Source: an optimization exercise on an open RTL-to-GDS flow (aim: small area, a short achievable clock period and few clock cycles per item). Production flows keep margins and buffers that such runs may drop. Function was not checked in any run shown here: the RTL went through the layout flow alone. Power and IR drop assume default switching activity.

==> flow/config.mk <==
export PLATFORM = sky130hd
export DESIGN_NAME = power_calc
export DESIGN_NICKNAME = power_calc
export VERILOG_FILES = /design/flow/design.v
export SDC_FILE = /design/flow/constraint.sdc
export NUM_CORES = 4
export LEC_CHECK = 0
export CAP_MARGIN = 20
export CORE_MARGIN = 2
export CORE_UTILIZATION = 40
export CTS_BUF_LIST = sky130_fd_sc_hd__clkbuf_8
export SLEW_MARGIN = 20
export SYNTH_HIERARCHICAL = 1
export SYNTH_MINIMUM_KEEP_SIZE = 0
==> flow/constraint.sdc <==
create_clock -name core_clock -period 10.0 [get_ports {clk}]
set_input_delay 2.0000 -clock core_clock [delete_from_list [all_inputs] [get_ports {clk}]]
set_output_delay 2.0000 -clock core_clock [all_outputs]
set_load 0.01 [all_outputs]
==> flow/design.v <==
module power_calc (
    input  logic        clk,
    input  logic        rst,
    input  logic        in_valid,
    input  logic [19:0] in_data_1,
    input  logic [2:0]  in_data_2,
    output logic        busy,
    output logic        out_valid,
    output logic [59:0] out_data
);
    logic [19:0] b_r;        
    logic [9:0]  a_r;        
    logic [2:0]  j_r;        
    logic [2:0]  rem_r;      
    logic        act_r;      
    logic        first_r;    
    logic        small_r;    
    logic        kzero_r;    
    logic        gate_r;     
    logic        stall_r;    
    logic        bsmall_r;   
    logic [2:0]  nlast_r;    
    logic        busy_r;
    logic [9:0]  ls_r;       
    logic [9:0]  lc_r;       
    logic [19:0] cs_r;       
    logic [19:0] cc_r;       
    logic        co_r;       
    logic        cv_r;       
    logic [2:0]  cj_r;       
    logic [2:0]  cj1_r;      
    logic        clast_r;    
    logic        cfin_r;     
    logic        ckz_r;      
    logic [59:0] acc_r;      
    logic        ov_r;
    logic [29:0] ts, tc;     
    logic [10:0] lo;         
    logic [19:0] hi;         
    logic [9:0]  wlo;        
    logic [19:0] whi;
    logic        last;
    logic        run;
    logic        tcyc;       
    logic        fin;
    logic        take;
    logic [59:0] view;       
    logic [9:0]  a_nxt;      
    logic [9:0]  a_base;     
    logic        a_lo;       
    logic        a_hi;       
    power_calc_csa u_csa (
        .a  (a_r),
        .b  (b_r),
        .cs (gate_r ? cs_r : 20'd0),
        .cc (gate_r ? cc_r : 20'd0),
        .s  (ts),
        .c  (tc)
    );
    logic [29:0] sum;
    logic [30:0] sum_c;      
    power_calc_add #(.W(30)) u_add (
        .a  ({cs_r, ls_r}),
        .b  ({cc_r, lc_r}),
        .ci (co_r),
        .s  (sum),
        .c  (sum_c)
    );
    assign lo  = {sum_c[10], sum[9:0]};
    assign hi  = sum[29:10];
    assign wlo   = ckz_r ? 10'd0 : lo[9:0];
    assign whi   = ckz_r ? 20'd1 : hi;
    always_comb begin
        view = acc_r;
        if (cv_r) begin
            for (int i = 0; i < 6; i++) begin
                if (cj_r != 3'd0 && i == int'(cj_r) - 1) view[10*i +: 10] = wlo;
                if (clast_r && i == int'(cj_r))           view[10*i +: 10] = whi[9:0];
                if (clast_r && i == int'(cj_r) + 1)       view[10*i +: 10] = whi[19:10];
                if (clast_r && i > int'(cj_r) + 1)        view[10*i +: 10] = 10'd0;
            end
        end
    end
    assign last = (j_r == 3'd0) ? bsmall_r : (first_r | (j_r == nlast_r));
    assign tcyc = act_r & ~stall_r;
    assign run  = tcyc & ~small_r;
    assign fin  = tcyc & (small_r | (last & (rem_r == 3'd1)));
    assign take = in_valid & ~busy_r;
    always_comb begin
        if (first_r) begin
            a_nxt = b_r[19:10];
        end else begin
            case (j_r)
                3'd0:    a_nxt = acc_r[19:10];
                3'd1:    a_nxt = acc_r[29:20];
                3'd2:    a_nxt = acc_r[39:30];
                default: a_nxt = acc_r[49:40];
            endcase
        end
    end
    always_comb begin
        a_lo   = 1'b0;
        a_hi   = 1'b0;
        a_base = a_nxt;
        if (stall_r) begin
            a_lo = (cj_r == 3'd1);
            a_hi = (cj_r == 3'd0);
        end else if (last) begin
            a_base = acc_r[9:0];
            a_lo   = cv_r & (cj_r == 3'd1);
        end else begin
            a_lo   = cv_r & ~first_r & (j_r == 3'd0) & (cj_r == 3'd2);
        end
    end
    logic        act_nt, stall_nt, first_nt, last_nt, busy_nt, busy_new;
    logic [2:0]  j_nt, rem_nt, nlast_nt;
    assign act_nt   = act_r & ~fin;
    assign stall_nt = run & last & (rem_r != 3'd1) & (j_r[2:1] == 2'd0);
    assign j_nt     = run ? (last ? 3'd0 : j_r + 3'd1) : j_r;
    assign first_nt = first_r & ~(run & last);
    assign rem_nt   = (run & last) ? rem_r - 3'd1 : rem_r;
    logic        top;        
    assign top      = |hi[19:10];
    assign nlast_nt = (cv_r & clast_r) ? (top ? cj1_r : cj_r) : nlast_r;
    assign last_nt  = (j_nt == 3'd0) ? bsmall_r
                    : (first_nt | (~(cv_r & clast_r) & (j_nt == nlast_r)));
    assign busy_nt  = act_nt & (stall_nt | ~last_nt | (rem_nt != 3'd1));
    assign busy_new = ~((in_data_2 < 3'd2) | ((in_data_2 == 3'd2) & ~|in_data_1[19:10]));
    always_ff @(posedge clk) begin
        if (rst) begin
            act_r   <= 1'b0;
            stall_r <= 1'b0;
            busy_r  <= 1'b0;
            cv_r    <= 1'b0;
            co_r    <= 1'b0;
            ov_r    <= 1'b0;
        end else begin
            ov_r    <= cv_r & cfin_r;
            cv_r    <= tcyc;
            co_r    <= cv_r & ~clast_r & lo[10];
            stall_r <= stall_nt;
            act_r   <= take | act_nt;
            busy_r  <= take ? busy_new : busy_nt;
        end
    end
    always_ff @(posedge clk) begin
        if (cv_r) acc_r <= view;
        nlast_r <= nlast_nt;
        ls_r    <= ts[9:0];
        lc_r    <= tc[9:0];
        cs_r    <= ts[29:10];
        cc_r    <= tc[29:10];
        cj_r    <= small_r ? 3'd1 : j_r;
        cj1_r   <= small_r ? 3'd2 : j_r + 3'd1;
        clast_r <= small_r | last;
        cfin_r  <= small_r | (last & (rem_r == 3'd1));
        ckz_r   <= small_r & kzero_r;
        a_r     <= take ? ((in_data_2 < 3'd2) ? 10'd1 : in_data_1[9:0])
                        : (a_lo ? lo[9:0] : (a_hi ? hi[9:0] : a_base));
        j_r     <= j_nt;
        gate_r  <= (j_nt != 3'd0);
        first_r <= first_nt;
        rem_r   <= rem_nt;
        if (take) begin
            b_r      <= in_data_1;
            bsmall_r <= ~|in_data_1[19:10];
            j_r      <= 3'd0;
            gate_r   <= 1'b0;
            first_r  <= 1'b1;
            small_r  <= in_data_2 < 3'd2;
            kzero_r  <= in_data_2 == 3'd0;
            rem_r    <= (in_data_2 > 3'd5) ? 3'd4 : in_data_2 - 3'd1;
        end
    end
    assign busy      = busy_r;
    assign out_valid = ov_r;
    assign out_data  = acc_r;
endmodule
module power_calc_add #(
    parameter int W = 30
) (
    input  logic [W-1:0] a,
    input  logic [W-1:0] b,
    input  logic         ci,
    output logic [W-1:0] s,
    output logic [W:0]   c
);
    logic [W-1:0] p, g, gg, pp;
    always_comb begin
        p  = a ^ b;
        g  = a & b;
        gg = g;
        pp = p;
        gg[0] = g[0] | (p[0] & ci);
        for (int d = 1; d < W; d = d * 2) begin
            for (int i = 2 * d - 1; i < W; i = i + 2 * d) begin
                gg[i] = gg[i] | (pp[i] & gg[i-d]);
                pp[i] = pp[i] & pp[i-d];
            end
        end
        for (int d = 16; d >= 1; d = d / 2) begin
            for (int i = 3 * d - 1; i < W; i = i + 2 * d) begin
                gg[i] = gg[i] | (pp[i] & gg[i-d]);
                pp[i] = pp[i] & pp[i-d];
            end
        end
        c = {gg, ci};
        s = p ^ c[W-1:0];
    end
endmodule
module power_calc_csa (
    input  logic [9:0]  a,
    input  logic [19:0] b,
    input  logic [19:0] cs,
    input  logic [19:0] cc,
    output logic [29:0] s,
    output logic [29:0] c
);
    logic [19:0] pp [10];
    always_comb begin
        for (int i = 0; i < 10; i++) pp[i] = b & {20{a[i]}};
    end
    logic w1;
    logic w2;
    logic w3;
    logic w4;
    logic w5;
    logic w6;
    logic w7;
    logic w8;
    logic w9;
    logic w10;
    logic w11;
    logic w12;
    logic w13;
    logic w14;
    logic w15;
    logic w16;
    logic w17;
    logic w18;
    logic w19;
    logic w20;
    logic w21;
    logic w22;
    logic w23;
    logic w24;
    logic w25;
    logic w26;
    logic w27;
    logic w28;
    logic w29;
    logic w30;
    logic w31;
    logic w32;
    logic w33;
    logic w34;
    logic w35;
    logic w36;
    logic w37;
    logic w38;
    logic w39;
    logic w40;
    logic w41;
    logic w42;
    logic w43;
    logic w44;
    logic w45;
    logic w46;
    logic w47;
    logic w48;
    logic w49;
    logic w50;
    logic w51;
    logic w52;
    logic w53;
    logic w54;
    logic w55;
    logic w56;
    logic w57;
    logic w58;
    logic w59;
    logic w60;
    logic w61;
    logic w62;
    logic w63;
    logic w64;
    logic w65;
    logic w66;
    logic w67;
    logic w68;
    logic w69;
    logic w70;
    logic w71;
    logic w72;
    logic w73;
    logic w74;
    logic w75;
    logic w76;
    logic w77;
    logic w78;
    logic w79;
    logic w80;
    logic w81;
    logic w82;
    logic w83;
    logic w84;
    logic w85;
    logic w86;
    logic w87;
    logic w88;
    logic w89;
    logic w90;
    logic w91;
    logic w92;
    logic w93;
    logic w94;
    logic w95;
    logic w96;
    logic w97;
    logic w98;
    logic w99;
    logic w100;
    logic w101;
    logic w102;
    logic w103;
    logic w104;
    logic w105;
    logic w106;
    logic w107;
    logic w108;
    logic w109;
    logic w110;
    logic w111;
    logic w112;
    logic w113;
    logic w114;
    logic w115;
    logic w116;
    logic w117;
    logic w118;
    logic w119;
    logic w120;
    logic w121;
    logic w122;
    logic w123;
    logic w124;
    logic w125;
    logic w126;
    logic w127;
    logic w128;
    logic w129;
    logic w130;
    logic w131;
    logic w132;
    logic w133;
    logic w134;
    logic w135;
    logic w136;
    logic w137;
    logic w138;
    logic w139;
    logic w140;
    logic w141;
    logic w142;
    logic w143;
    logic w144;
    logic w145;
    logic w146;
    logic w147;
    logic w148;
    logic w149;
    logic w150;
    logic w151;
    logic w152;
    logic w153;
    logic w154;
    logic w155;
    logic w156;
    logic w157;
    logic w158;
    logic w159;
    logic w160;
    logic w161;
    logic w162;
    logic w163;
    logic w164;
    logic w165;
    logic w166;
    logic w167;
    logic w168;
    logic w169;
    logic w170;
    logic w171;
    logic w172;
    logic w173;
    logic w174;
    logic w175;
    logic w176;
    logic w177;
    logic w178;
    logic w179;
    logic w180;
    logic w181;
    logic w182;
    logic w183;
    logic w184;
    logic w185;
    logic w186;
    logic w187;
    logic w188;
    logic w189;
    logic w190;
    logic w191;
    logic w192;
    logic w193;
    logic w194;
    logic w195;
    logic w196;
    logic w197;
    logic w198;
    logic w199;
    logic w200;
    logic w201;
    logic w202;
    logic w203;
    logic w204;
    logic w205;
    logic w206;
    logic w207;
    logic w208;
    logic w209;
    logic w210;
    logic w211;
    logic w212;
    logic w213;
    logic w214;
    logic w215;
    logic w216;
    logic w217;
    logic w218;
    logic w219;
    logic w220;
    logic w221;
    logic w222;
    logic w223;
    logic w224;
    logic w225;
    logic w226;
    logic w227;
    logic w228;
    logic w229;
    logic w230;
    logic w231;
    logic w232;
    logic w233;
    logic w234;
    logic w235;
    logic w236;
    logic w237;
    logic w238;
    logic w239;
    logic w240;
    logic w241;
    logic w242;
    logic w243;
    logic w244;
    logic w245;
    logic w246;
    logic w247;
    logic w248;
    logic w249;
    logic w250;
    logic w251;
    logic w252;
    logic w253;
    logic w254;
    logic w255;
    logic w256;
    logic w257;
    logic w258;
    logic w259;
    logic w260;
    logic w261;
    logic w262;
    logic w263;
    logic w264;
    logic w265;
    logic w266;
    logic w267;
    logic w268;
    logic w269;
    logic w270;
    logic w271;
    logic w272;
    logic w273;
    logic w274;
    logic w275;
    logic w276;
    logic w277;
    logic w278;
    logic w279;
    logic w280;
    logic w281;
    logic w282;
    logic w283;
    logic w284;
    logic w285;
    logic w286;
    logic w287;
    logic w288;
    logic w289;
    logic w290;
    logic w291;
    logic w292;
    logic w293;
    logic w294;
    logic w295;
    logic w296;
    logic w297;
    logic w298;
    logic w299;
    logic w300;
    logic w301;
    logic w302;
    logic w303;
    logic w304;
    logic w305;
    logic w306;
    logic w307;
    logic w308;
    logic w309;
    logic w310;
    logic w311;
    logic w312;
    logic w313;
    logic w314;
    logic w315;
    logic w316;
    logic w317;
    logic w318;
    logic w319;
    logic w320;
    logic w321;
    logic w322;
    logic w323;
    logic w324;
    logic w325;
    logic w326;
    logic w327;
    logic w328;
    logic w329;
    logic w330;
    logic w331;
    logic w332;
    logic w333;
    logic w334;
    logic w335;
    logic w336;
    logic w337;
    logic w338;
    logic w339;
    logic w340;
    logic w341;
    logic w342;
    logic w343;
    logic w344;
    logic w345;
    logic w346;
    logic w347;
    logic w348;
    logic w349;
    logic w350;
    logic w351;
    logic w352;
    logic w353;
    logic w354;
    logic w355;
    logic w356;
    logic w357;
    logic w358;
    logic w359;
    logic w360;
    logic w361;
    logic w362;
    logic w363;
    logic w364;
    logic w365;
    logic w366;
    logic w367;
    logic w368;
    logic w369;
    logic w370;
    logic w371;
    logic w372;
    logic w373;
    logic w374;
    logic w375;
    logic w376;
    logic w377;
    logic w378;
    logic w379;
    logic w380;
    logic w381;
    logic w382;
    logic w383;
    logic w384;
    logic w385;
    logic w386;
    logic w387;
    logic w388;
    logic w389;
    logic w390;
    logic w391;
    logic w392;
    logic w393;
    logic w394;
    logic w395;
    logic w396;
    logic w397;
    logic w398;
    logic w399;
    logic w400;
    power_calc_ha u_w1 (.a(cs[7]), .b(cc[7]), .s(w1), .c(w2));
    power_calc_fa u_w3 (.a(cs[8]), .b(cc[8]), .ci(pp[0][8]), .s(w3), .c(w4));
    power_calc_ha u_w5 (.a(pp[1][7]), .b(pp[2][6]), .s(w5), .c(w6));
    power_calc_fa u_w7 (.a(cs[9]), .b(cc[9]), .ci(pp[0][9]), .s(w7), .c(w8));
    power_calc_fa u_w9 (.a(pp[1][8]), .b(pp[2][7]), .ci(pp[3][6]), .s(w9), .c(w10));
    power_calc_ha u_w11 (.a(pp[4][5]), .b(pp[5][4]), .s(w11), .c(w12));
    power_calc_fa u_w13 (.a(cs[10]), .b(cc[10]), .ci(pp[0][10]), .s(w13), .c(w14));
    power_calc_fa u_w15 (.a(pp[1][9]), .b(pp[2][8]), .ci(pp[3][7]), .s(w15), .c(w16));
    power_calc_fa u_w17 (.a(pp[4][6]), .b(pp[5][5]), .ci(pp[6][4]), .s(w17), .c(w18));
    power_calc_fa u_w19 (.a(cs[11]), .b(cc[11]), .ci(pp[0][11]), .s(w19), .c(w20));
    power_calc_fa u_w21 (.a(pp[1][10]), .b(pp[2][9]), .ci(pp[3][8]), .s(w21), .c(w22));
    power_calc_fa u_w23 (.a(pp[4][7]), .b(pp[5][6]), .ci(pp[6][5]), .s(w23), .c(w24));
    power_calc_fa u_w25 (.a(cs[12]), .b(cc[12]), .ci(pp[0][12]), .s(w25), .c(w26));
    power_calc_fa u_w27 (.a(pp[1][11]), .b(pp[2][10]), .ci(pp[3][9]), .s(w27), .c(w28));
    power_calc_fa u_w29 (.a(pp[4][8]), .b(pp[5][7]), .ci(pp[6][6]), .s(w29), .c(w30));
    power_calc_fa u_w31 (.a(cs[13]), .b(cc[13]), .ci(pp[0][13]), .s(w31), .c(w32));
    power_calc_fa u_w33 (.a(pp[1][12]), .b(pp[2][11]), .ci(pp[3][10]), .s(w33), .c(w34));
    power_calc_fa u_w35 (.a(pp[4][9]), .b(pp[5][8]), .ci(pp[6][7]), .s(w35), .c(w36));
    power_calc_fa u_w37 (.a(cs[14]), .b(cc[14]), .ci(pp[0][14]), .s(w37), .c(w38));
    power_calc_fa u_w39 (.a(pp[1][13]), .b(pp[2][12]), .ci(pp[3][11]), .s(w39), .c(w40));
    power_calc_fa u_w41 (.a(pp[4][10]), .b(pp[5][9]), .ci(pp[6][8]), .s(w41), .c(w42));
    power_calc_fa u_w43 (.a(cs[15]), .b(cc[15]), .ci(pp[0][15]), .s(w43), .c(w44));
    power_calc_fa u_w45 (.a(pp[1][14]), .b(pp[2][13]), .ci(pp[3][12]), .s(w45), .c(w46));
    power_calc_fa u_w47 (.a(pp[4][11]), .b(pp[5][10]), .ci(pp[6][9]), .s(w47), .c(w48));
    power_calc_fa u_w49 (.a(cs[16]), .b(cc[16]), .ci(pp[0][16]), .s(w49), .c(w50));
    power_calc_fa u_w51 (.a(pp[1][15]), .b(pp[2][14]), .ci(pp[3][13]), .s(w51), .c(w52));
    power_calc_fa u_w53 (.a(pp[4][12]), .b(pp[5][11]), .ci(pp[6][10]), .s(w53), .c(w54));
    power_calc_fa u_w55 (.a(cs[17]), .b(cc[17]), .ci(pp[0][17]), .s(w55), .c(w56));
    power_calc_fa u_w57 (.a(pp[1][16]), .b(pp[2][15]), .ci(pp[3][14]), .s(w57), .c(w58));
    power_calc_fa u_w59 (.a(pp[4][13]), .b(pp[5][12]), .ci(pp[6][11]), .s(w59), .c(w60));
    power_calc_fa u_w61 (.a(cs[18]), .b(cc[18]), .ci(pp[0][18]), .s(w61), .c(w62));
    power_calc_fa u_w63 (.a(pp[1][17]), .b(pp[2][16]), .ci(pp[3][15]), .s(w63), .c(w64));
    power_calc_fa u_w65 (.a(pp[4][14]), .b(pp[5][13]), .ci(pp[6][12]), .s(w65), .c(w66));
    power_calc_fa u_w67 (.a(cs[19]), .b(cc[19]), .ci(pp[0][19]), .s(w67), .c(w68));
    power_calc_fa u_w69 (.a(pp[1][18]), .b(pp[2][17]), .ci(pp[3][16]), .s(w69), .c(w70));
    power_calc_fa u_w71 (.a(pp[4][15]), .b(pp[5][14]), .ci(pp[6][13]), .s(w71), .c(w72));
    power_calc_fa u_w73 (.a(pp[1][19]), .b(pp[2][18]), .ci(pp[3][17]), .s(w73), .c(w74));
    power_calc_ha u_w75 (.a(pp[4][16]), .b(pp[5][15]), .s(w75), .c(w76));
    power_calc_ha u_w77 (.a(pp[2][19]), .b(pp[3][18]), .s(w77), .c(w78));
    power_calc_ha u_w79 (.a(cs[4]), .b(cc[4]), .s(w79), .c(w80));
    power_calc_fa u_w81 (.a(cs[5]), .b(cc[5]), .ci(pp[0][5]), .s(w81), .c(w82));
    power_calc_ha u_w83 (.a(pp[1][4]), .b(pp[2][3]), .s(w83), .c(w84));
    power_calc_fa u_w85 (.a(cs[6]), .b(cc[6]), .ci(pp[0][6]), .s(w85), .c(w86));
    power_calc_fa u_w87 (.a(pp[1][5]), .b(pp[2][4]), .ci(pp[3][3]), .s(w87), .c(w88));
    power_calc_ha u_w89 (.a(pp[4][2]), .b(pp[5][1]), .s(w89), .c(w90));
    power_calc_fa u_w91 (.a(pp[0][7]), .b(pp[1][6]), .ci(pp[2][5]), .s(w91), .c(w92));
    power_calc_fa u_w93 (.a(pp[3][4]), .b(pp[4][3]), .ci(pp[5][2]), .s(w93), .c(w94));
    power_calc_fa u_w95 (.a(pp[6][1]), .b(pp[7][0]), .ci(w1), .s(w95), .c(w96));
    power_calc_fa u_w97 (.a(pp[3][5]), .b(pp[4][4]), .ci(pp[5][3]), .s(w97), .c(w98));
    power_calc_fa u_w99 (.a(pp[6][2]), .b(pp[7][1]), .ci(pp[8][0]), .s(w99), .c(w100));
    power_calc_fa u_w101 (.a(w2), .b(w5), .ci(w3), .s(w101), .c(w102));
    power_calc_fa u_w103 (.a(pp[6][3]), .b(pp[7][2]), .ci(pp[8][1]), .s(w103), .c(w104));
    power_calc_fa u_w105 (.a(pp[9][0]), .b(w6), .ci(w11), .s(w105), .c(w106));
    power_calc_fa u_w107 (.a(w4), .b(w7), .ci(w9), .s(w107), .c(w108));
    power_calc_fa u_w109 (.a(pp[7][3]), .b(pp[8][2]), .ci(pp[9][1]), .s(w109), .c(w110));
    power_calc_fa u_w111 (.a(w12), .b(w8), .ci(w10), .s(w111), .c(w112));
    power_calc_fa u_w113 (.a(w13), .b(w15), .ci(w17), .s(w113), .c(w114));
    power_calc_fa u_w115 (.a(pp[7][4]), .b(pp[8][3]), .ci(pp[9][2]), .s(w115), .c(w116));
    power_calc_fa u_w117 (.a(w14), .b(w16), .ci(w18), .s(w117), .c(w118));
    power_calc_fa u_w119 (.a(w19), .b(w21), .ci(w23), .s(w119), .c(w120));
    power_calc_fa u_w121 (.a(pp[7][5]), .b(pp[8][4]), .ci(pp[9][3]), .s(w121), .c(w122));
    power_calc_fa u_w123 (.a(w20), .b(w22), .ci(w24), .s(w123), .c(w124));
    power_calc_fa u_w125 (.a(w25), .b(w27), .ci(w29), .s(w125), .c(w126));
    power_calc_fa u_w127 (.a(pp[7][6]), .b(pp[8][5]), .ci(pp[9][4]), .s(w127), .c(w128));
    power_calc_fa u_w129 (.a(w26), .b(w28), .ci(w30), .s(w129), .c(w130));
    power_calc_fa u_w131 (.a(w31), .b(w33), .ci(w35), .s(w131), .c(w132));
    power_calc_fa u_w133 (.a(pp[7][7]), .b(pp[8][6]), .ci(pp[9][5]), .s(w133), .c(w134));
    power_calc_fa u_w135 (.a(w32), .b(w34), .ci(w36), .s(w135), .c(w136));
    power_calc_fa u_w137 (.a(w37), .b(w39), .ci(w41), .s(w137), .c(w138));
    power_calc_fa u_w139 (.a(pp[7][8]), .b(pp[8][7]), .ci(pp[9][6]), .s(w139), .c(w140));
    power_calc_fa u_w141 (.a(w38), .b(w40), .ci(w42), .s(w141), .c(w142));
    power_calc_fa u_w143 (.a(w43), .b(w45), .ci(w47), .s(w143), .c(w144));
    power_calc_fa u_w145 (.a(pp[7][9]), .b(pp[8][8]), .ci(pp[9][7]), .s(w145), .c(w146));
    power_calc_fa u_w147 (.a(w44), .b(w46), .ci(w48), .s(w147), .c(w148));
    power_calc_fa u_w149 (.a(w49), .b(w51), .ci(w53), .s(w149), .c(w150));
    power_calc_fa u_w151 (.a(pp[7][10]), .b(pp[8][9]), .ci(pp[9][8]), .s(w151), .c(w152));
    power_calc_fa u_w153 (.a(w50), .b(w52), .ci(w54), .s(w153), .c(w154));
    power_calc_fa u_w155 (.a(w55), .b(w57), .ci(w59), .s(w155), .c(w156));
    power_calc_fa u_w157 (.a(pp[7][11]), .b(pp[8][10]), .ci(pp[9][9]), .s(w157), .c(w158));
    power_calc_fa u_w159 (.a(w56), .b(w58), .ci(w60), .s(w159), .c(w160));
    power_calc_fa u_w161 (.a(w61), .b(w63), .ci(w65), .s(w161), .c(w162));
    power_calc_fa u_w163 (.a(pp[7][12]), .b(pp[8][11]), .ci(pp[9][10]), .s(w163), .c(w164));
    power_calc_fa u_w165 (.a(w62), .b(w64), .ci(w66), .s(w165), .c(w166));
    power_calc_fa u_w167 (.a(w67), .b(w69), .ci(w71), .s(w167), .c(w168));
    power_calc_fa u_w169 (.a(pp[6][14]), .b(pp[7][13]), .ci(pp[8][12]), .s(w169), .c(w170));
    power_calc_fa u_w171 (.a(pp[9][11]), .b(w75), .ci(w68), .s(w171), .c(w172));
    power_calc_fa u_w173 (.a(w70), .b(w72), .ci(w73), .s(w173), .c(w174));
    power_calc_fa u_w175 (.a(pp[4][17]), .b(pp[5][16]), .ci(pp[6][15]), .s(w175), .c(w176));
    power_calc_fa u_w177 (.a(pp[7][14]), .b(pp[8][13]), .ci(pp[9][12]), .s(w177), .c(w178));
    power_calc_fa u_w179 (.a(w76), .b(w77), .ci(w74), .s(w179), .c(w180));
    power_calc_fa u_w181 (.a(pp[3][19]), .b(pp[4][18]), .ci(pp[5][17]), .s(w181), .c(w182));
    power_calc_fa u_w183 (.a(pp[6][16]), .b(pp[7][15]), .ci(pp[8][14]), .s(w183), .c(w184));
    power_calc_ha u_w185 (.a(pp[9][13]), .b(w78), .s(w185), .c(w186));
    power_calc_fa u_w187 (.a(pp[4][19]), .b(pp[5][18]), .ci(pp[6][17]), .s(w187), .c(w188));
    power_calc_ha u_w189 (.a(pp[7][16]), .b(pp[8][15]), .s(w189), .c(w190));
    power_calc_ha u_w191 (.a(pp[5][19]), .b(pp[6][18]), .s(w191), .c(w192));
    power_calc_ha u_w193 (.a(cs[2]), .b(cc[2]), .s(w193), .c(w194));
    power_calc_fa u_w195 (.a(cs[3]), .b(cc[3]), .ci(pp[0][3]), .s(w195), .c(w196));
    power_calc_ha u_w197 (.a(pp[1][2]), .b(pp[2][1]), .s(w197), .c(w198));
    power_calc_fa u_w199 (.a(pp[0][4]), .b(pp[1][3]), .ci(pp[2][2]), .s(w199), .c(w200));
    power_calc_fa u_w201 (.a(pp[3][1]), .b(pp[4][0]), .ci(w79), .s(w201), .c(w202));
    power_calc_fa u_w203 (.a(pp[3][2]), .b(pp[4][1]), .ci(pp[5][0]), .s(w203), .c(w204));
    power_calc_fa u_w205 (.a(w80), .b(w83), .ci(w81), .s(w205), .c(w206));
    power_calc_fa u_w207 (.a(pp[6][0]), .b(w84), .ci(w89), .s(w207), .c(w208));
    power_calc_fa u_w209 (.a(w82), .b(w85), .ci(w87), .s(w209), .c(w210));
    power_calc_fa u_w211 (.a(w90), .b(w86), .ci(w88), .s(w211), .c(w212));
    power_calc_fa u_w213 (.a(w91), .b(w93), .ci(w95), .s(w213), .c(w214));
    power_calc_fa u_w215 (.a(w92), .b(w94), .ci(w96), .s(w215), .c(w216));
    power_calc_fa u_w217 (.a(w97), .b(w99), .ci(w101), .s(w217), .c(w218));
    power_calc_fa u_w219 (.a(w98), .b(w100), .ci(w103), .s(w219), .c(w220));
    power_calc_fa u_w221 (.a(w105), .b(w102), .ci(w107), .s(w221), .c(w222));
    power_calc_fa u_w223 (.a(w104), .b(w109), .ci(w106), .s(w223), .c(w224));
    power_calc_fa u_w225 (.a(w108), .b(w111), .ci(w113), .s(w225), .c(w226));
    power_calc_fa u_w227 (.a(w110), .b(w115), .ci(w112), .s(w227), .c(w228));
    power_calc_fa u_w229 (.a(w114), .b(w117), .ci(w119), .s(w229), .c(w230));
    power_calc_fa u_w231 (.a(w116), .b(w121), .ci(w118), .s(w231), .c(w232));
    power_calc_fa u_w233 (.a(w120), .b(w123), .ci(w125), .s(w233), .c(w234));
    power_calc_fa u_w235 (.a(w122), .b(w127), .ci(w124), .s(w235), .c(w236));
    power_calc_fa u_w237 (.a(w126), .b(w129), .ci(w131), .s(w237), .c(w238));
    power_calc_fa u_w239 (.a(w128), .b(w133), .ci(w130), .s(w239), .c(w240));
    power_calc_fa u_w241 (.a(w132), .b(w135), .ci(w137), .s(w241), .c(w242));
    power_calc_fa u_w243 (.a(w134), .b(w139), .ci(w136), .s(w243), .c(w244));
    power_calc_fa u_w245 (.a(w138), .b(w141), .ci(w143), .s(w245), .c(w246));
    power_calc_fa u_w247 (.a(w140), .b(w145), .ci(w142), .s(w247), .c(w248));
    power_calc_fa u_w249 (.a(w144), .b(w147), .ci(w149), .s(w249), .c(w250));
    power_calc_fa u_w251 (.a(w146), .b(w151), .ci(w148), .s(w251), .c(w252));
    power_calc_fa u_w253 (.a(w150), .b(w153), .ci(w155), .s(w253), .c(w254));
    power_calc_fa u_w255 (.a(w152), .b(w157), .ci(w154), .s(w255), .c(w256));
    power_calc_fa u_w257 (.a(w156), .b(w159), .ci(w161), .s(w257), .c(w258));
    power_calc_fa u_w259 (.a(w158), .b(w163), .ci(w160), .s(w259), .c(w260));
    power_calc_fa u_w261 (.a(w162), .b(w165), .ci(w167), .s(w261), .c(w262));
    power_calc_fa u_w263 (.a(w164), .b(w169), .ci(w166), .s(w263), .c(w264));
    power_calc_fa u_w265 (.a(w168), .b(w171), .ci(w173), .s(w265), .c(w266));
    power_calc_fa u_w267 (.a(w170), .b(w175), .ci(w177), .s(w267), .c(w268));
    power_calc_fa u_w269 (.a(w172), .b(w174), .ci(w179), .s(w269), .c(w270));
    power_calc_fa u_w271 (.a(w176), .b(w178), .ci(w181), .s(w271), .c(w272));
    power_calc_fa u_w273 (.a(w183), .b(w185), .ci(w180), .s(w273), .c(w274));
    power_calc_fa u_w275 (.a(pp[9][14]), .b(w189), .ci(w182), .s(w275), .c(w276));
    power_calc_fa u_w277 (.a(w184), .b(w186), .ci(w187), .s(w277), .c(w278));
    power_calc_fa u_w279 (.a(pp[7][17]), .b(pp[8][16]), .ci(pp[9][15]), .s(w279), .c(w280));
    power_calc_fa u_w281 (.a(w190), .b(w191), .ci(w188), .s(w281), .c(w282));
    power_calc_fa u_w283 (.a(pp[6][19]), .b(pp[7][18]), .ci(pp[8][17]), .s(w283), .c(w284));
    power_calc_ha u_w285 (.a(pp[9][16]), .b(w192), .s(w285), .c(w286));
    power_calc_ha u_w287 (.a(pp[7][19]), .b(pp[8][18]), .s(w287), .c(w288));
    power_calc_ha u_w289 (.a(cs[1]), .b(cc[1]), .s(w289), .c(w290));
    power_calc_fa u_w291 (.a(pp[0][2]), .b(pp[1][1]), .ci(pp[2][0]), .s(w291), .c(w292));
    power_calc_fa u_w293 (.a(pp[3][0]), .b(w194), .ci(w197), .s(w293), .c(w294));
    power_calc_fa u_w295 (.a(w198), .b(w196), .ci(w199), .s(w295), .c(w296));
    power_calc_fa u_w297 (.a(w200), .b(w202), .ci(w203), .s(w297), .c(w298));
    power_calc_fa u_w299 (.a(w204), .b(w207), .ci(w206), .s(w299), .c(w300));
    power_calc_fa u_w301 (.a(w208), .b(w210), .ci(w211), .s(w301), .c(w302));
    power_calc_fa u_w303 (.a(w212), .b(w214), .ci(w215), .s(w303), .c(w304));
    power_calc_fa u_w305 (.a(w216), .b(w219), .ci(w218), .s(w305), .c(w306));
    power_calc_fa u_w307 (.a(w220), .b(w223), .ci(w222), .s(w307), .c(w308));
    power_calc_fa u_w309 (.a(w224), .b(w227), .ci(w226), .s(w309), .c(w310));
    power_calc_fa u_w311 (.a(w228), .b(w231), .ci(w230), .s(w311), .c(w312));
    power_calc_fa u_w313 (.a(w232), .b(w235), .ci(w234), .s(w313), .c(w314));
    power_calc_fa u_w315 (.a(w236), .b(w239), .ci(w238), .s(w315), .c(w316));
    power_calc_fa u_w317 (.a(w240), .b(w243), .ci(w242), .s(w317), .c(w318));
    power_calc_fa u_w319 (.a(w244), .b(w247), .ci(w246), .s(w319), .c(w320));
    power_calc_fa u_w321 (.a(w248), .b(w251), .ci(w250), .s(w321), .c(w322));
    power_calc_fa u_w323 (.a(w252), .b(w255), .ci(w254), .s(w323), .c(w324));
    power_calc_fa u_w325 (.a(w256), .b(w259), .ci(w258), .s(w325), .c(w326));
    power_calc_fa u_w327 (.a(w260), .b(w263), .ci(w262), .s(w327), .c(w328));
    power_calc_fa u_w329 (.a(w267), .b(w264), .ci(w266), .s(w329), .c(w330));
    power_calc_fa u_w331 (.a(w268), .b(w271), .ci(w270), .s(w331), .c(w332));
    power_calc_fa u_w333 (.a(w272), .b(w275), .ci(w277), .s(w333), .c(w334));
    power_calc_fa u_w335 (.a(w279), .b(w276), .ci(w278), .s(w335), .c(w336));
    power_calc_fa u_w337 (.a(w280), .b(w283), .ci(w285), .s(w337), .c(w338));
    power_calc_fa u_w339 (.a(pp[9][17]), .b(w287), .ci(w284), .s(w339), .c(w340));
    power_calc_ha u_w341 (.a(pp[8][19]), .b(pp[9][18]), .s(w341), .c(w342));
    power_calc_ha u_w343 (.a(cs[0]), .b(cc[0]), .s(w343), .c(w344));
    power_calc_fa u_w345 (.a(pp[0][1]), .b(pp[1][0]), .ci(w289), .s(w345), .c(w346));
    power_calc_fa u_w347 (.a(w290), .b(w193), .ci(w291), .s(w347), .c(w348));
    power_calc_fa u_w349 (.a(w292), .b(w195), .ci(w293), .s(w349), .c(w350));
    power_calc_fa u_w351 (.a(w201), .b(w294), .ci(w295), .s(w351), .c(w352));
    power_calc_fa u_w353 (.a(w296), .b(w297), .ci(w205), .s(w353), .c(w354));
    power_calc_fa u_w355 (.a(w298), .b(w209), .ci(w299), .s(w355), .c(w356));
    power_calc_fa u_w357 (.a(w213), .b(w300), .ci(w301), .s(w357), .c(w358));
    power_calc_fa u_w359 (.a(w302), .b(w303), .ci(w217), .s(w359), .c(w360));
    power_calc_fa u_w361 (.a(w304), .b(w221), .ci(w305), .s(w361), .c(w362));
    power_calc_fa u_w363 (.a(w225), .b(w306), .ci(w307), .s(w363), .c(w364));
    power_calc_fa u_w365 (.a(w229), .b(w308), .ci(w309), .s(w365), .c(w366));
    power_calc_fa u_w367 (.a(w233), .b(w310), .ci(w311), .s(w367), .c(w368));
    power_calc_fa u_w369 (.a(w237), .b(w312), .ci(w313), .s(w369), .c(w370));
    power_calc_fa u_w371 (.a(w241), .b(w314), .ci(w315), .s(w371), .c(w372));
    power_calc_fa u_w373 (.a(w245), .b(w316), .ci(w317), .s(w373), .c(w374));
    power_calc_fa u_w375 (.a(w249), .b(w318), .ci(w319), .s(w375), .c(w376));
    power_calc_fa u_w377 (.a(w253), .b(w320), .ci(w321), .s(w377), .c(w378));
    power_calc_fa u_w379 (.a(w257), .b(w322), .ci(w323), .s(w379), .c(w380));
    power_calc_fa u_w381 (.a(w261), .b(w324), .ci(w325), .s(w381), .c(w382));
    power_calc_fa u_w383 (.a(w265), .b(w326), .ci(w327), .s(w383), .c(w384));
    power_calc_fa u_w385 (.a(w269), .b(w328), .ci(w329), .s(w385), .c(w386));
    power_calc_fa u_w387 (.a(w273), .b(w330), .ci(w331), .s(w387), .c(w388));
    power_calc_fa u_w389 (.a(w274), .b(w333), .ci(w332), .s(w389), .c(w390));
    power_calc_fa u_w391 (.a(w281), .b(w334), .ci(w335), .s(w391), .c(w392));
    power_calc_fa u_w393 (.a(w282), .b(w337), .ci(w336), .s(w393), .c(w394));
    power_calc_fa u_w395 (.a(w286), .b(w339), .ci(w338), .s(w395), .c(w396));
    power_calc_fa u_w397 (.a(w288), .b(w341), .ci(w340), .s(w397), .c(w398));
    power_calc_ha u_w399 (.a(pp[9][19]), .b(w342), .s(w399), .c(w400));
    assign s[0] = pp[0][0];
    assign c[0] = w343;
    assign s[1] = w344;
    assign c[1] = w345;
    assign s[2] = w346;
    assign c[2] = w347;
    assign s[3] = w348;
    assign c[3] = w349;
    assign s[4] = w350;
    assign c[4] = w351;
    assign s[5] = w352;
    assign c[5] = w353;
    assign s[6] = w354;
    assign c[6] = w355;
    assign s[7] = w356;
    assign c[7] = w357;
    assign s[8] = w358;
    assign c[8] = w359;
    assign s[9] = w360;
    assign c[9] = w361;
    assign s[10] = w362;
    assign c[10] = w363;
    assign s[11] = w364;
    assign c[11] = w365;
    assign s[12] = w366;
    assign c[12] = w367;
    assign s[13] = w368;
    assign c[13] = w369;
    assign s[14] = w370;
    assign c[14] = w371;
    assign s[15] = w372;
    assign c[15] = w373;
    assign s[16] = w374;
    assign c[16] = w375;
    assign s[17] = w376;
    assign c[17] = w377;
    assign s[18] = w378;
    assign c[18] = w379;
    assign s[19] = w380;
    assign c[19] = w381;
    assign s[20] = w382;
    assign c[20] = w383;
    assign s[21] = w384;
    assign c[21] = w385;
    assign s[22] = w386;
    assign c[22] = w387;
    assign s[23] = w388;
    assign c[23] = w389;
    assign s[24] = w391;
    assign c[24] = w390;
    assign s[25] = w392;
    assign c[25] = w393;
    assign s[26] = w395;
    assign c[26] = w394;
    assign s[27] = w397;
    assign c[27] = w396;
    assign s[28] = w399;
    assign c[28] = w398;
    assign s[29] = w400;
    assign c[29] = 1'b0;
endmodule
module power_calc_fa (input logic a, input logic b, input logic ci,
                      output logic s, output logic c);
    assign s = a ^ b ^ ci;
    assign c = (a & b) | (a & ci) | (b & ci);
endmodule
module power_calc_ha (input logic a, input logic b,
                      output logic s, output logic c);
    assign s = a ^ b;
    assign c = a & b;
endmodule
==> flow/flow/run.sh <==
#!/bin/bash
set -euo pipefail
bash standard.sh SETUP_SLACK_MARGIN=6.5 "BUFFER_PORTS_ARGS=-buffer_cell sky130_fd_sc_hd__buf_2" finish > standard_flow.log 2>&1
==> flow/standard.sh <==
#!/bin/bash
# synth_recipe.tcl (not shown) runs the flow's synth.tcl, then flattens the netlist and writes it again
# the make line also repeats each setting of config.mk as NAME=value (left out here)
make -C /OpenROAD-flow-scripts/flow DESIGN_CONFIG=/design/flow/config.mk WORK_HOME=/design/flow/orfs CLKGATE_MAP_FILE= SYNTH_SCRIPT=/design/flow/synth_recipe.tcl "${@:-finish}"
==> key figures, run 1 <==
Run status
  • Outcome: timing/DRC/antenna clean

Setup path
  • WP data required: 10.36 ns
  • Critical path type: reg -> reg
  • Crit start category: flip-flop
  • Crit. path cell count: 18
  • Worst path slowest cell: fa_2
  • Critical path, cell by cell: inv_2, fa_2, inv_2, fa_2, a211oi_2, o21ai_2, o211ai_4, a31oi_4, o31ai_4, buf_4, o21ai_4, fa_2, xor2_4, nor2_1, nand3_1, buf_6, buf_6, o21ai_2
  • Cells on worst reg2reg path: 18
  • Max Fanout on Critical Path: 5
  • WP buf/inv: 5
  • Crit-path leading delay family: compound AO/OA/AOI/OAI gates
  • CP Data Arrival Time: 3.93 ns
  • Critical path's most frequent cell: fa_2
  • Worst stage delay on the critical path: 0.41 ns
  • Critical path capture point type: flip-flop

CTS
  • Clock root buffer: clkbuf_8
  • Clock Sink Count: 179
  • Clock Tree Buf Depth: 2
  • CTS Buf Count: 17
  • Clock slew at reported path FFs: 0.11 ns
  • CTS tree: yes
  • H-tree levels: 4
  • Skew-Pair Late Insertion Delay: 0.49 ns

Yosys
  • Yosys warning count: 11
  • Synthesized Nets: 1707
  • Syn Inst Count: 1420
  • Avg Cell Area, Syn: 10.9 sq um
  • Syn Std Cell Area: 15500 sq um

Cells and area
  • Synth-to-Final Area Change: 8.11%
  • Area of the multi-input gates: 10400 sq um
  • Commonest non-fill, non-tap cell in the layout: fa_1
  • Core Util, Final: 0.436
  • Register Area: 4460 sq um
  • Filler cells: 3655
  • Final-stage net count: 1697
  • Layout cells sized above 1: 0.259
  • Most frequent cells in the layout: fa_1, and2_1, and2_2

Timing
  • Max-slew violations: 0
  • Setup TNS: 0 ns
  • Final setup viols: 0
  • FMAX: 280 MHz
  • Worst Tran Pin Value: 1.17 ns
  • Unrepaired setup endpoints after global routing: yes
  • Period utilization: 0.357
  • Fin. Hold Viols: 0
  • Slew margin rel.: 0.218
  • Minimum clock period after layout: 3.57 ns
  • Worst clock skew: 0.0187 ns

Die
  • Boundary Pins: 88
  • Die height: 201 um
  • Die width: 201 um
  • Starting Density: 0.403
  • DIE AREA: 40300 sq um
  • Rows: 72
  • Core Area: 38400 sq um

Power and ir drop
  • Peak supply drop: 115 uV
  • Total power draw: 4.69 mW
  • Pleak: 6.91 nW
  • Pwr dens: 280 nW/um^2

Route
  • Length of the first detailed-routing pass in iterations: 5
  • DRT iter0 DRCs: 838
  • Via count of the routed design: 10763
  • Wire length per cell: 22.2 um
  • ANT nets after route: 0
  • Vias/cell: 5.54
  • # DRC: 0
  • Final WL: 43.1 mm

Global route
  • Largest net degree at the start of global routing: 41
  • Initial antenna violation count: 0
  • First-pass GRT wire length: 67.3 mm
  • Number of global-route vias before repair: 11179
  • GRT Util Overall: 0.218
  • Grt ovf: 0

Job
  • Max Cap Violations: 0

Place
  • # port buffers: 87
  • RD Place Congestion: 0.896
  • Post-DP HPWL: 32.8 mm

Hold path
  • Hold/Removal Path Class: reg -> reg
  • Hold Crit Depth: 1
==> per-layer routing <==
metal / vias up / track usage / share of wire
met5: - / 0 / 0
met3: 51 / 0.0328 / 0.060
met1: 5539 / 0.310 / 0.45
met2: 370 / 0.357 / 0.47
met4: 0 / 0.0410 / 0.018
li1: 4803 / - / -
==> state kept, by name (all words and copies together) (netlist names), 3 cells and up <==
| signal | flops |
|---|---|
| a_r | 10 |
| acc_r | 60 |
| b_r | 20 |
| cc_r | 20 |
| cj1_r | 3 |
| cj_r | 3 |
| cs_r | 20 |
| j_r | 3 |
| lc_r | 10 |
| ls_r | 10 |
| nlast_r | 3 |
| rem_r | 3 |
==> stage by stage <==
step	cell area, sq um	hold slack, ns	setup slack, ns	std cells
2_1_floorplan	15500	0.420	6.50	1420
3_3_place_gp	15700	0.441	6.16	1890
3_5_place_dp	15700	0.445	6.06	1890
4_1_cts	16200	0.468	6.45	1926
5_1_grt	16700	0.502	6.29	1941
6_report	16700	0.468	6.43	1943
==> area by class of cell <==
type	count	share of cell area
Multi-Input combinational cell	1043	0.619
Sequential cell	179	0.267
Timing Repair Buffer	112	0.0392
Tap cell	518	0.0388
Clock buffer	17	0.0140
Inverter	57	0.0129
Clock inverter	15	0.00876
Antenna cell	2	0.000299
==> where the power goes <==
group          total [mW]  switching (mW)  internal [mW]
Clock               0.512           0.307          0.205
Combinational        2.98            1.73           1.25
Sequential           1.20           0.203          0.994
Total                4.69            2.24           2.45
==> path summary, 6_finish.rpt <==
check                from         end  slack [ns]
hold / removal    kzero_r       ckz_r        0.47
setup / recovery     co_r  nlast_r[1]        6.43
setup reg to reg     co_r  nlast_r[1]        6.43
hold reg to reg   kzero_r       ckz_r        0.47
==> what timing repair did <==
item                       CTS  global route
gates resized for setup     41            85
pin swaps                   11            26
hold buffers                 0             0
setup endpoints to repair   69            89
setup buffers                4            15
==> run 2: changes to the inputs <==
==> flow/flow/run.sh (replaced) <==
#!/bin/bash
set -euo pipefail
bash standard.sh SETUP_SLACK_MARGIN=6.6 "BUFFER_PORTS_ARGS=-buffer_cell sky130_fd_sc_hd__buf_2" finish > standard_flow.log 2>&1
==> key figures, run 2 <==
Place
  • Post-DP HPWL: 32.8 mm (about the same)
  • RD Place Congestion: 0.915 (+2.1%)
  • # port buffers: 87 (unchanged)
  • Placed Cells: 1891 (+0.053%)

Route
  • Wire length on met3: 3.00 mm (+15%)
  • DRT iter0 DRCs: 844 (+0.72%)
  • # DRC: 0 (unchanged)
  • Wire length per cell: 22.2 um (+0.18%)
  • Met1 WL: 19.0 mm (-1.4%)
  • Length of the first detailed-routing pass in iterations: 6 (+1)
  • Vias/cell: 5.55 (+0.14%)
  • Via count of the routed design: 10872 (+1.0%)
  • Final WL: 43.6 mm (+1.1%)
  • Top Metal Used: met4
  • ANT nets after route: 0 (unchanged)
  • Metal2 WL: 20.3 mm (-0.34%)

Timing
  • Slew margin rel.: 0.195 (-0.0233)
  • Minimum clock period after layout: 3.49 ns (-0.0802 ns)
  • Unrepaired setup endpoints after global routing: yes
  • Setup TNS: 0 ns (unchanged)
  • Period utilization: 0.349 (-0.00802)
  • Worst clock skew: 0.0262 ns (+0.00751 ns)
  • Fin. Hold Viols: 0 (unchanged)
  • Worst Tran Pin Value: 1.19 ns (+0.0211 ns)
  • Final setup viols: 0 (unchanged)
  • Max-slew violations: 0 (unchanged)
  • FMAX: 287 MHz (+2.3%)

Setup path
  • Max Fanout on Critical Path: 6 (+1)
  • Critical path capture point type: flip-flop
  • Critical path type: reg -> reg
  • WP data required: 10.22 ns (-0.14 ns)
  • CP Data Arrival Time: 3.71 ns (-0.22 ns)
  • Crit start category: flip-flop

Cells and area
  • Commonest non-fill, non-tap cell in the layout: fa_1
  • # diodes: 0 (-2)
  • Biggest register: acc_r
  • Core Util, Final: 0.442 (+0.00616)
  • Final-stage net count: 1716 (+1.1%)
  • Filler cells: 3710 (+1.5%)
  • Max FFs per register: 60 (unchanged)
  • Most frequent cells in the layout: fa_1, and2_1, and2_2
  • Synth-to-Final Area Change: 9.64%
  • Layout cells sized above 1: 0.279 (+0.0195)
  • Fin cells: 1960 (+0.87%)

Global route
  • Number of global-route vias before repair: 11293 (+1.0%)
  • Initial antenna violation count: 2 (+2)
  • Grt ovf: 0 (unchanged)
  • GRT Util Overall: 0.219 (+0.00104)
  • First-pass GRT wire length: 67.1 mm (-0.19%)
  • Largest net degree at the start of global routing: 41 (unchanged)

CTS
  • H-tree levels: 4 (unchanged)
  • CTS Hold Bufs: 0 (unchanged)
  • Clock root buffer: clkbuf_8
  • Clock Tree Buf Depth: 2 (unchanged)
  • Clock slew at reported path FFs: 0.10 ns (about the same)
  • Clock Sink Count: 179 (unchanged)
  • CTS tree: yes
  • CTS Buf Count: 17 (unchanged)
  • Skew-Pair Late Insertion Delay: 0.49 ns (about the same)

Die
  • DIE AREA: 40300 sq um (unchanged)
  • Starting Density: 0.403 (unchanged)
  • Boundary Pins: 88 (unchanged)
  • Core Area: 38400 sq um (unchanged)
  • Die width: 201 um (unchanged)
  • Die height: 201 um (unchanged)
  • Rows: 72 (unchanged)

Power and ir drop
  • Net Sw Power: 2.25 mW (+0.33%)
  • Clk network pwr share: 0.105 (-0.004)
  • Seq pwr share: 0.250 (-0.005)
  • Logic pwr share: 0.645 (+0.009)
  • P_int: 2.51 mW (+2.8%)
  • Pwr dens: 281 nW/um^2 (+0.18%)
  • Peak supply drop: 148 uV (+28%)
  • Switching portion of total power: 0.472 (-0.00594)
  • Total power draw: 4.76 mW (+1.6%)
  • Pleak: 7.02 nW (+1.7%)

Yosys
  • Syn Inst Count: 1420 (unchanged)
  • Synthesized Nets: 1707 (unchanged)
  • Avg Cell Area, Syn: 10.9 sq um (unchanged)
  • Syn Std Cell Area: 15500 sq um (unchanged)
  • Yosys warning count: 11 (unchanged)

Job
  • Max Cap Violations: 0 (unchanged)

Run status
  • Outcome: timing/DRC/antenna clean

Hold path
  • Hold/Removal Path Class: reg -> reg
## run 2: cell types whose count changed in the layout (fill, tap and decap cells not counted), moves of 3 or more
cell      change
nand2b_4      +4
fa_1          -4
fa_2          +4
dfxtp_1       -5
buf_4        +18
nand2b_2      -3
dfxtp_4       +3
## run 2: power by group through the flow
stage               combinational, mW  clock, mW  sequential (mW)
floorplan                        2.36          0             1.09
global placement                 2.52          0             1.21
detailed placement               2.57          0             1.21
CTS                              2.75      0.507             1.19
global route                     3.40      0.535             1.21
finish                           3.07      0.500             1.19
## run 2: timing repair
action,in CTS,in global routing
resized for setup,66,84
endpoints found under the setup margin,93,94
pin swaps,23,35
setup buffers,15,22
## run 2: final cells by class
type	count	area [sq um]	area share
multi-input combinational	1043	10400	0.616
sequential	179	4470	0.264
timing repair buffer	131	802	0.0473
tap	518	648	0.0382
clock buffer	18	248	0.0146
inverter	57	219	0.0129
clock inverter	14	128	0.00753
## run 2: critical path: stages (launching register included)
cell	delay, ns
dfxtp_2	0.32
inv_2	0.05
fa_2	0.19
inv_2	0.04
fa_2	0.36
a211oi_2	0.22
o21ai_2	0.12
o211ai_4	0.26
a31oi_4	0.15
o31ai_4	0.23
buf_4	0.16
o21ai_2	0.05
fa_2	0.39
xor2_4	0.19
nor2_1	0.13
nand3_1	0.11
buf_6	0.16
nand2_2	0.06
o21ai_2	0.05
## run 2: through the flow
step	instance area [sq um]	setup WS [ns]	hold slack, ns
after global routing	17000	6.40	0.501
final	17000	6.51	0.476
after CTS	16400	6.45	0.475
after global placement	15700	6.17	0.457
after detailed placement	15700	6.09	0.451
after floorplan	15500	6.61	0.420
## run 2: path summary, 6_finish.rpt
kind | from | end | slack (ns) | cells past startpoint
max | ls_r[0] | nlast_r[1] | 6.51 | 18
min | kzero_r | ckz_r | 0.48 | 1
max reg2reg | ls_r[0] | nlast_r[1] | 6.51 | 18
min reg2reg | kzero_r | ckz_r | 0.48 | 1
## run 2: routing by layer
layer	global-route usage	up-vias
met5	0	-
met4	0.0635	0
met3	0.0375	75
met2	0.352	418
met1	0.306	5544
li1	-	4835
==> run 3: changes to the inputs <==
--- a/flow/design.v
+++ b/flow/design.v
@@ -120,7 +120,11 @@
     assign first_nt = first_r & ~(run & last);
     assign rem_nt   = (run & last) ? rem_r - 3'd1 : rem_r;
     logic        top;        
-    assign top      = |hi[19:10];
+    logic [9:0]  ta, tb, te;
+    assign ta  = cs_r[19:10];
+    assign tb  = cc_r[19:10];
+    assign te  = (ta ^ tb) ^ {ta[8:0] | tb[8:0], sum_c[20]};
+    assign top = |te;
     assign nlast_nt = (cv_r & clast_r) ? (top ? cj1_r : cj_r) : nlast_r;
     assign last_nt  = (j_nt == 3'd0) ? bsmall_r
                     : (first_nt | (~(cv_r & clast_r) & (j_nt == nlast_r)));
==> flow/flow/run.sh (replaced) <==
#!/bin/bash
set -euo pipefail
bash standard.sh SETUP_SLACK_MARGIN=7.1 "BUFFER_PORTS_ARGS=-buffer_cell sky130_fd_sc_hd__buf_2" finish > standard_flow.log 2>&1
==> key figures, run 3 <==
Run status
  • Outcome: timing/DRC/antenna clean

Power and ir drop
  • Pwr dens: 316 nW/um^2 (+13%)
  • Peak supply drop: 144 uV (-2.3%)
  • Pleak: 7.45 nW (+6.0%)
  • Total power draw: 5.82 mW (+22%)

Die
  • DIE AREA: 40700 sq um (+1.1%)
  • Die height: 202 um (+0.56%)
  • Starting Density: 0.405 (+0.00175)
  • Boundary Pins: 88 (unchanged)
  • Die width: 202 um (+0.56%)
  • Core Area: 38600 sq um (+0.70%)
  • Rows: 72 (unchanged)

Route
  • DRT iter0 DRCs: 1026 (+22%)
  • Via count of the routed design: 11442 (+5.2%)
  • Final WL: 46.6 mm (+6.9%)
  • # DRC: 0 (unchanged)
  • Length of the first detailed-routing pass in iterations: 7 (+1)
  • Wire length per cell: 22.7 um (+2.0%)
  • Vias/cell: 5.57 (+0.43%)
  • ANT nets after route: 0 (unchanged)

CTS
  • Clock slew at reported path FFs: 0.11 ns (about the same)
  • Clock Tree Buf Depth: 2 (unchanged)
  • Clock Sink Count: 179 (unchanged)
  • CTS Buf Count: 17 (unchanged)
  • Clock root buffer: clkbuf_8
  • Skew-Pair Late Insertion Delay: 0.51 ns (+0.02 ns)
  • CTS tree: yes
  • H-tree levels: 4 (unchanged)
  • CTS Hold Bufs: 0 (unchanged)

Global route
  • Grt ovf: 0 (unchanged)
  • Largest net degree at the start of global routing: 41 (unchanged)
  • GRT Util Overall: 0.233 (+0.0138)
  • Initial antenna violation count: 2 (unchanged)
  • First-pass GRT wire length: 71.5 mm (+6.6%)
  • Number of global-route vias before repair: 11891 (+5.3%)

Cells and area
  • Commonest non-fill, non-tap cell in the layout: and2_1
  • Final-stage net count: 1818 (+5.9%)
  • Most frequent cells in the layout: and2_1, fa_2, fa_1
  • Max FFs per register: 60 (unchanged)
  • Core Util, Final: 0.476 (+0.0346)
  • Fin cells: 2054 (+4.8%)
  • Filler cells: 3472 (-6.4%)
  • Layout cells sized above 1: 0.406 (+0.127)
  • Finished Cell Area: 18400 sq um (+8.6%)
  • Synth-to-Final Area Change: 17.7%
  • Biggest register: acc_r
  • Register Area: 4480 sq um (+0.11%)
  • Area of the multi-input gates: 11400 sq um (+8.8%)

Job
  • Max Cap Violations: 0 (unchanged)

Setup path
  • Critical path type: reg -> reg
  • Worst stage delay on the critical path: 0.46 ns (+0.07 ns)
  • Max Fanout on Critical Path: 6 (unchanged)
  • WP data required: 10.32 ns (+0.10 ns)
  • Critical path capture point type: flip-flop
  • Critical path, cell by cell: inv_2, fa_2, inv_2, fa_2, buf_4, buf_4, a21o_1, a21o_1, fa_1, xor2_1, nor2b_2, a211oi_1, a211oi_1
  • CP Data Arrival Time: 3.64 ns (-0.07 ns)
  • Worst path slowest cell: nor2b_2
  • Crit start category: flip-flop

Timing
  • Unrepaired setup endpoints after global routing: yes
  • Fin. Hold Viols: 0 (unchanged)
  • Period utilization: 0.332 (-0.0165)
  • Worst Tran Pin Value: 1.15 ns (-0.0391 ns)
  • Setup TNS: 0 ns (unchanged)
  • Final hold slack: 0.448 ns (-0.0274 ns)
  • Slew margin rel.: 0.230 (+0.0351)
  • Final worst slack: 6.68 ns (+0.165 ns)
  • Minimum clock period after layout: 3.32 ns (-0.165 ns)
  • Final setup viols: 0 (unchanged)
  • FMAX: 301 MHz (+5.0%)
  • Max-slew violations: 0 (unchanged)
  • Worst clock skew: 0.0245 ns (-0.00166 ns)

Place
  • RD Place Congestion: 0.856 (-6.4%)
  • Worst slack at placement: 6.17 ns (+0.0885 ns)
  • # port buffers: 87 (unchanged)
  • Placed Area: 16300 sq um (+3.6%)
  • Placed Cells: 1947 (+3.0%)
  • Post-DP HPWL: 33.4 mm (+1.9%)

Hold path
  • Hold/Removal Path Class: reg -> reg

Yosys
  • Yosys warning count: 11 (unchanged)
  • Syn Inst Count: 1474 (+3.8%)
  • Avg Cell Area, Syn: 10.6 sq um (-2.6%)
  • Syn Std Cell Area: 15600 sq um (+1.1%)
  • Synthesized Nets: 1770 (+3.7%)
run 3: metal layers:
metal,part of all wire,vias up,global-route usage
li1,-,5045,-
met1,0.43,5955,0.321
met2,0.49,388,0.389
met3,0.057,54,0.0340
met4,0.018,0,0.0517
met5,0,-,0
run 3: critical path: cells and delay by family (launching register included):
family	cells	cell delay, ns
compound gates	4	0.73
xor+xnor	1	0.35
fa+ha+maj	3	0.92
buf+inv	4	0.36
flops	1	0.32
simple gates	1	0.46
run 3: final timing paths:
| kind | slack (ns) | cells past startpoint | end | from |
|---|---|---|---|---|
| setup / recovery | 6.68 | 13 | acc_r[55] | co_r |
| hold / removal | 0.45 | 1 | ov_r | cfin_r |
| setup reg to reg | 6.68 | 13 | acc_r[55] | co_r |
| hold reg to reg | 0.45 | 1 | ov_r | cfin_r |
run 3: layout make-up:
cell class,instances,area share
Clock inverter,15,0.00897
Inverter,66,0.0143
Timing Repair Buffer,167,0.0685
Tap cell,518,0.0352
Multi-Input combinational cell,1091,0.617
Clock buffer,17,0.0127
Sequential cell,179,0.243
Antenna cell,1,0.000136
run 3: where the power goes:
group,internal (mW),switching [mW],total (mW)
clock,0.210,0.318,0.528
combinational,1.83,2.19,4.03
sequential,1.03,0.232,1.27
run 3: timing repair:
| action | CTS | global route |
|---|---|---|
| setup endpoints to repair | 248 | 215 |
| gates cloned | 1 | 1 |
| resized for setup | 159 | 137 |
| buffers inserted | 60 | 12 |
| pin swaps | 68 | 50 |
==> run 4: changes to the inputs <==
==> flow/flow/run.sh (replaced) <==
#!/bin/bash
set -euo pipefail
bash standard.sh SETUP_SLACK_MARGIN=6.8 "BUFFER_PORTS_ARGS=-buffer_cell sky130_fd_sc_hd__buf_2" finish > standard_flow.log 2>&1
==> key figures, run 4 <==
Timing
  • Period utilization: 0.335 (+0.00310)
  • Unrepaired setup endpoints after global routing: yes
  • Max-slew violations: 0 (unchanged)
  • Final hold slack: 0.455 ns (+0.00681 ns)
  • Setup TNS: 0 ns (unchanged)
  • Minimum clock period after layout: 3.35 ns (+0.0310 ns)
  • Worst clock skew: 0.0313 ns (+0.00672 ns)
  • Fin. Hold Viols: 0 (unchanged)
  • Final setup viols: 0 (unchanged)
  • Worst Tran Pin Value: 1.25 ns (+0.101 ns)
  • Slew margin rel.: 0.162 (-0.0677)
  • FMAX: 298 MHz (-0.92%)

Die
  • Boundary Pins: 88 (unchanged)
  • Die width: 202 um (unchanged)
  • Core Area: 38600 sq um (unchanged)
  • Rows: 72 (unchanged)
  • Starting Density: 0.405 (unchanged)
  • Die height: 202 um (unchanged)
  • DIE AREA: 40700 sq um (unchanged)

Power and ir drop
  • Pleak: 7.34 nW (-1.5%)
  • Peak supply drop: 153 uV (+5.8%)
  • Pwr dens: 319 nW/um^2 (+1.0%)

CTS
  • Skew-Pair Late Insertion Delay: 0.51 ns (about the same)
  • Clock root buffer: clkbuf_8
  • CTS tree: yes
  • Clock Sink Count: 179 (unchanged)
  • CTS Hold Bufs: 0 (unchanged)
  • Clock slew at reported path FFs: 0.11 ns (about the same)
  • H-tree levels: 4 (unchanged)
  • CTS Buf Count: 17 (unchanged)
  • Clock Tree Buf Depth: 2 (unchanged)

Run status
  • Outcome: timing/DRC/antenna clean

Cells and area
  • Most frequent cells in the layout: and2_1, fa_1, buf_2
  • Biggest register: acc_r
  • Filler cells: 3529 (+1.6%)
  • Finished Cell Area: 17800 sq um (-3.4%)
  • Layout cells sized above 1: 0.333 (-0.0725)
  • Synth-to-Final Area Change: 13.8%
  • Max FFs per register: 60 (unchanged)
  • Core Util, Final: 0.460 (-0.0160)
  • Fin cells: 2033 (-1.0%)
  • Final-stage net count: 1798 (-1.1%)
  • # diodes: 0 (-1)
  • Commonest non-fill, non-tap cell in the layout: and2_1

Route
  • Wire length per cell: 22.3 um (-1.5%)
  • DRT iter0 DRCs: 854 (-17%)
  • ANT nets after route: 0 (unchanged)
  • # DRC: 0 (unchanged)
  • Via count of the routed design: 11305 (-1.2%)
  • Vias/cell: 5.56 (-0.18%)
  • Final WL: 45.4 mm (-2.5%)
  • Length of the first detailed-routing pass in iterations: 6 (-1)

Hold path
  • Hold/Removal Path Class: reg -> reg
  • Worst Hold Launch: cfin_r
  • Hold Crit Depth: 1 (unchanged)
  • Hold Crit Endpoint: ov_r

Job
  • Max Cap Violations: 0 (unchanged)

Yosys
  • Yosys warning count: 11 (unchanged)
  • Synthesized Nets: 1770 (unchanged)
  • Syn Std Cell Area: 15600 sq um (unchanged)
  • Syn Inst Count: 1474 (unchanged)
  • Avg Cell Area, Syn: 10.6 sq um (unchanged)

Global route
  • Grt ovf: 0 (unchanged)
  • GRT Util Overall: 0.225 (-0.00782)
  • Initial antenna violation count: 2 (unchanged)
  • Largest net degree at the start of global routing: 41 (unchanged)
  • First-pass GRT wire length: 69.6 mm (-2.7%)
  • Number of global-route vias before repair: 11763 (-1.1%)

Place
  • Placed Cells: 1943 (-0.21%)
  • Placed Area: 15900 sq um (-2.3%)
  • RD Place Congestion: 0.899 (+5.0%)
  • # port buffers: 87 (unchanged)
  • Post-DP HPWL: 33.0 mm (-1.3%)

Setup path
  • Critical path capture point type: flip-flop
  • Critical path type: reg -> reg
  • R2r startpoint: ls_r[0]
  • CP Data Arrival Time: 3.65 ns (about the same)
  • Cells on worst reg2reg path: 16 (+3)
  • Setup slack, reg-to-reg: 6.65 ns (-0.03 ns)
  • Max Fanout on Critical Path: 6 (unchanged)
  • Crit start category: flip-flop
  • WP data required: 10.30 ns (-0.02 ns)
  • Critical Path Start: ls_r[0]
  • Worst r2r dst: acc_r[38]
[run 4: critical path, stage by stage, from the launching register on]
cell and delay, ns:
dfxtp_2 0.32, inv_2 0.05, fa_2 0.20, inv_2 0.04, fa_2 0.37, a211oi_2 0.21
o21ai_2 0.13, o211ai_2 0.31, nand3_2 0.19, nand3_2 0.11, and2_4 0.14, fa_2 0.43
inv_2 0.09, nand2b_4 0.09, nor2_1 0.11, a21oi_1 0.06, o21ai_0 0.31
[run 4: report_power, final]
part | switching [mW] | total (mW) | internal, mW | leakage, nW
clock | 0.298 | 0.524 | 0.226 | 0.211
sequential | 0.241 | 1.28 | 1.04 | 1.59
combinational | 2.16 | 3.88 | 1.72 | 5.54
total | 2.70 | 5.68 | 2.99 | 7.34
[run 4: area by class of cell]
class / count / area [sq um] / area share
clock inverters: 15 / 159 / 0.00893
multi-input cells: 1091 / 11000 / 0.620
well taps: 518 / 648 / 0.0364
repair buffers: 147 / 976 / 0.0548
flip-flops and latches: 179 / 4480 / 0.252
clock buffers: 17 / 234 / 0.0131
inverters: 66 / 255 / 0.0143
[run 4: worst max-delay path by stage]
stage,endpoint,cells past startpoint,slack (ns)
floorplan,busy_r,6,6.67
global placement,acc_r[1],6,5.93
detailed placement,acc_r[21],7,6.15
CTS,acc_r[21],7,6.61
global route,acc_r[44],16,6.56
finish,acc_r[38],16,6.65
[run 4: timing repair]
action                                  in CTS  in global routing
endpoints found under the setup margin     140                138
pin swaps                                   46                 62
cloned                                       1                  1
gates resized for setup                    128                140
setup buffers                               43                 11
[run 4: layer usage]
layer	part of all wire	wire, um	vias up	GRT usage
met4	0.030	1340	2	0.0675
met3	0.064	2920	84	0.0415
li1	-	-	4989	-
met5	0.00026	12	-	0
met1	0.42	19300	5814	0.301
met2	0.48	21800	416	0.373
[run 4: stage by stage]
| step | worst slack (ns) | power [mW] |
|---|---|---|
| 3_3_place_gp | 5.93 | 4.34 |
| 6_report | 6.65 | 5.68 |
| 5_1_grt | 6.56 | 6.14 |
| 4_1_cts | 6.61 | 5.28 |
| 2_1_floorplan | 6.67 | 4.19 |
| 3_5_place_dp | 6.15 | 4.40 |

## afterwards: timing with drivers on the ports
The flow's constraints put no driver on any port. The routed layouts listed below were extracted and timed again, unchanged, in two steps.
Step 1: set_driving_cell puts a clkbuf_16 on clk and a buf_2 on each other input, an assumption about the parent block.
Step 2 adds t to the input delays and takes it off the output delays; t is the mean of the earliest and latest rising clock arrival at the registers after step 1. Input paths then give back, and output paths get back, about the clock's delay inside the block.
a / b / c = no drivers / after step 1 / after step 2; a / b = the first two.
| run | t (ns) | slack for setup (ns) | worst hold slack (ns) | clock arrival spread, ns | slew at the worst register clock pin (ns) |
|---|---|---|---|---|---|
| run 1 | 0.532 | 6.434 / 6.434 / 6.168 | 0.468 / 0.468 / 0.468 | 0.018 / 0.019 | 0.11 / 0.11 |
| run 2 | 0.518 | 6.514 / 6.514 / 6.212 | 0.476 / 0.476 / 0.476 | 0.026 / 0.026 | 0.11 / 0.11 |
| run 3 | 0.549 | 6.680 / 6.680 / 6.440 | 0.448 / 0.448 / 0.448 | 0.028 / 0.028 | 0.12 / 0.12 |
| run 4 | 0.536 | 6.649 / 6.649 / 6.413 | 0.455 / 0.455 / 0.455 | 0.032 / 0.031 | 0.12 / 0.12 |
After both steps setup and hold are still met in every run listed. The setup slack of run 2, which loses most, moves by 0.000 ns with the drivers and by -0.302 ns with both steps.
